Context: an optimization exercise on an open-source flow, tuned for a short achievable clock period and few clock cycles. The choices shown serve that exercise and are no tape-out recipe.
Function was checked by simulation only, so behaviour that the tests miss may differ from the original.

## rev 12
==> flow/design.v (excerpt) <==
module cpu (
  input  logic                   clk,
  input  logic                   arstN,
  output logic [16-1:0] pc,
  input  logic [16-1:0] instData,
  output logic [16-1:0] memAddr,
  output logic [16-1:0] memWrData,
  output logic                   memEn,
  output logic                   memWr,
  input  logic [16-1:0] memRdData,
  output logic                   hlt
);
  localparam int W = 16;
  logic         xV;
  logic         xWrR, xLateR, xAddR, xSubR, xXorR, xSllR, xSraR, xRorR;
  logic         xLwR, xSwR, xLlbR, xLhbR, xPcsR, xBrR, xBuR, xHltR;
  logic         xWr;      
  logic         xLate;    
  logic         xAdd, xSub, xXor, xSll, xSra, xRor;
  logic         xLw, xSw, xLlb, xLhb, xPcs, xBr, xBu, xHlt;
  assign xWr = xV && xWrR;
  assign xLate = xV && xLateR;
  assign xAdd = xV && xAddR;
  assign xSub = xV && xSubR;
  assign xXor = xV && xXorR;
  assign xSll = xV && xSllR;
  assign xSra = xV && xSraR;
  assign xRor = xV && xRorR;
  assign xLw = xV && xLwR;
  assign xSw = xV && xSwR;
  assign xLlb = xV && xLlbR;
  assign xLhb = xV && xLhbR;
  assign xPcs = xV && xPcsR;
  assign xBr = xV && xBrR;
  assign xBu = xV && xBuR;
  assign xHlt = xV && xHltR;
  ...
For scale: roughly 85 I/O pins, ~30000 um^2 of cells after synthesis.
clock: 8.0 ns
lec_check: 0
cap_margin: 20
core_margin: 2
core_utilization: 40
setup_slack_margin: 5
slew_margin: 20
synth_hierarchical: 1
synth_minimum_keep_size: 0
run.sh (not shown) runs the stock make flow with config.mk's settings and CLKGATE_MAP_FILE= SYNTH_SCRIPT=/design/flow/synth_recipe.tcl, a recipe that flattens the netlist after the stock synthesis.
Testbench counts of rev 12, summed over its fixed seeds: cycles 17,417.
--- input diff rev 12..rev 13 ---
-- flow/design.v --
<<< rev 12, line 75
`default_nettype none
module ksAdd #(
  parameter int W = 16
) (
  input  logic [W-1:0] a,
  input  logic [W-1:0] b,
  input  logic         cin,
  output logic [W-1:0] s,
  output logic [W:0]   c
);
  localparam int L = (W <= 2) ? 1 : (W <= 4) ? 2 : (W <= 8) ? 3 : (W <= 16) ? 4 : 5;
  logic [W-1:0] g [L+1];
>>> rev 13, line 75
`default_nettype none
module ksAdd #(
  parameter int W   = 16,
  parameter bit CIN = 1'b0
) (
  input  logic [W-1:0] a,
  input  logic [W-1:0] b,
  output logic [W-1:0] s,
  output logic [W:0]   c
);
  logic cin;
  assign cin = CIN;
  localparam int L = (W <= 2) ? 1 : (W <= 4) ? 2 : (W <= 8) ? 3 : (W <= 16) ? 4 : 5;
  logic [W-1:0] g [L+1];
<<< rev 12, line 123
endmodule
module addSext #(
  parameter int W = 16,
  parameter int K = 4
) (
  input  logic [W-1:0] a,
  input  logic [K-1:0] b,
  input  logic         cin,
  output logic [W-1:0] s
);
>>> rev 13, line 125
endmodule
module addSext #(
  parameter int W   = 16,
  parameter int K   = 4,
  parameter bit CIN = 1'b0
) (
  input  logic [W-1:0] a,
  input  logic [K-1:0] b,
  output logic [W-1:0] s
);
<<< rev 12, line 134
  logic [K:0]   c;
  logic [W-K-1:0] hi, hiInc, hiDec;
  ksAdd #(.W(K)) loAdd (.a(a[K-1:0]), .b(b), .cin(cin), .s(lo), .c(c));
  incDec #(.W(W-K)) hiAdj (.a(a[W-1:K]), .inc(hiInc), .dec(hiDec));
  always_comb begin
>>> rev 13, line 136
  logic [K:0]   c;
  logic [W-K-1:0] hi, hiInc, hiDec;
  ksAdd #(.W(K), .CIN(CIN)) loAdd (.a(a[K-1:0]), .b(b), .s(lo), .c(c));
  incDec #(.W(W-K)) hiAdj (.a(a[W-1:K]), .inc(hiInc), .dec(hiDec));
  always_comb begin
<<< rev 12, line 217
  logic           xRedirect;
  logic [W-1:1]   xAddr;
  ksAdd #(.W(W)) addU (.a(xA), .b(xB), .cin(1'b0), .s(sum), .c(sumC));
  ksAdd #(.W(W)) subU (.a(xA), .b(~xB), .cin(1'b1), .s(diff), .c(diffC));
  assign addOvf  = sumC[W] ^ sumC[W-1];
  assign subOvf  = diffC[W] ^ diffC[W-1];
>>> rev 13, line 219
  logic           xRedirect;
  logic [W-1:1]   xAddr;
  ksAdd #(.W(W), .CIN(1'b0)) addU (.a(xA), .b(xB), .s(sum), .c(sumC));
  ksAdd #(.W(W), .CIN(1'b1)) subU (.a(xA), .b(~xB), .s(diff), .c(diffC));
  assign addOvf  = sumC[W] ^ sumC[W-1];
  assign subOvf  = diffC[W] ^ diffC[W-1];
<<< rev 12, line 250
   ((xCond) == 3'd5) ? ((zFlag) || (effN)) : 
   ((xCond) == 3'd6) ? (effV) : 1'b1);
  addSext #(.W(W-1), .K(4)) memAdd (
    .a   (xA[W-1:1]),
    .b   (xImm4),
    .cin (1'b0),
    .s   (xAddr)
  );
  assign mOvf      = mAdd ? mAddOvf : mSubOvf;
>>> rev 13, line 252
   ((xCond) == 3'd5) ? ((zFlag) || (effN)) : 
   ((xCond) == 3'd6) ? (effV) : 1'b1);
  addSext #(.W(W-1), .K(4), .CIN(1'b0)) memAdd (
    .a (xA[W-1:1]),
    .b (xImm4),
    .s (xAddr)
  );
  assign mOvf      = mAdd ? mAddOvf : mSubOvf;
<<< rev 12, line 339
  incDec #(.W(W-1)) pcStep (.a(pc[W-1:1]), .inc(pcUp), .dec(pcDec));
  assign pcInc = {pcUp, pc[0]};
  addSext #(.W(W-1), .K(9)) brAdd (
    .a   (pc[W-1:1]),
    .b   (instData[9-1:0]),
    .cin (1'b1),
    .s   (target[W-1:1])
  );
  assign target[0] = pc[0];
>>> rev 13, line 340
  incDec #(.W(W-1)) pcStep (.a(pc[W-1:1]), .inc(pcUp), .dec(pcDec));
  assign pcInc = {pcUp, pc[0]};
  addSext #(.W(W-1), .K(9), .CIN(1'b1)) brAdd (
    .a (pc[W-1:1]),
    .b (instData[9-1:0]),
    .s (target[W-1:1])
  );
  assign target[0] = pc[0];
## What came out
Both conditions hold for rev 13: the flow ran to the end and the final layout passed the timing, design-rule and antenna checks.
The maximum clock frequency of rev 13 is higher than that of rev 12.
The overall global routing resource usage in rev 13 sits 1.2 points below the value recorded for rev 12.
Rev 12 has a lower worst slew margin relative to its limit than rev 13.
[compare] base=rev 12 new=rev 13: sequential share of layout area -0.44 points; synthesized cell count about even.
Rev 12 and rev 13 ended up with roughly the same final cell utilization of the core.
First-pass GRT wire length for rev 13: 4100 um down relative to rev 12
Taking rev 12 as the reference, in rev 13 mean instance size in the synthesized netlist now sits higher; number of well taps now sits higher.
Worst setup slack before clock tree synthesis for rev 13 is higher than for rev 12.
Measured against each other, rev 12 and rev 13 differ in detailed route wirelength on metal2, the higher figure coming from rev 12.
The higher share of the final layout cell area in multi-input gates of rev 12 and rev 13 is in rev 13.
Measured against each other, rev 12 and rev 13 differ in worst hold slack, the lower figure coming from rev 12.
Testbench counts of rev 13, summed over its fixed seeds: cycles 17,417.

[static timing again, ports no longer ideal]
Ports are ideal in the flow. The routed layouts listed here were re-timed in OpenROAD. Step 1, drivers: a clkbuf_16 drives clk and a buf_2 each remaining input, both assumed. Step 2, shift: input delay + t, output delay - t, t = (earliest + latest rising clock arrival at the registers) / 2. This alone moves slack from input paths to output paths. Three values: ideal, step 1, step 2; two values: the first two.
run | t, ns | slack for setup (ns) | clock arrival spread, ns | worst data-port slew with drivers (ns) | pins driven straight from the clock port
rev 12 | 0.701 | 4.797 / 4.573 / 3.873 | 0.029 / 0.029 | 0.32 | 1
rev 13 | 0.699 | 4.850 / 4.750 / 4.051 | 0.041 / 0.042 | 0.20 | 1
After both steps every run listed still meets setup and hold. The setup slack of rev 12, which loses most, moves by -0.224 ns with the drivers and by -0.924 ns with both steps.
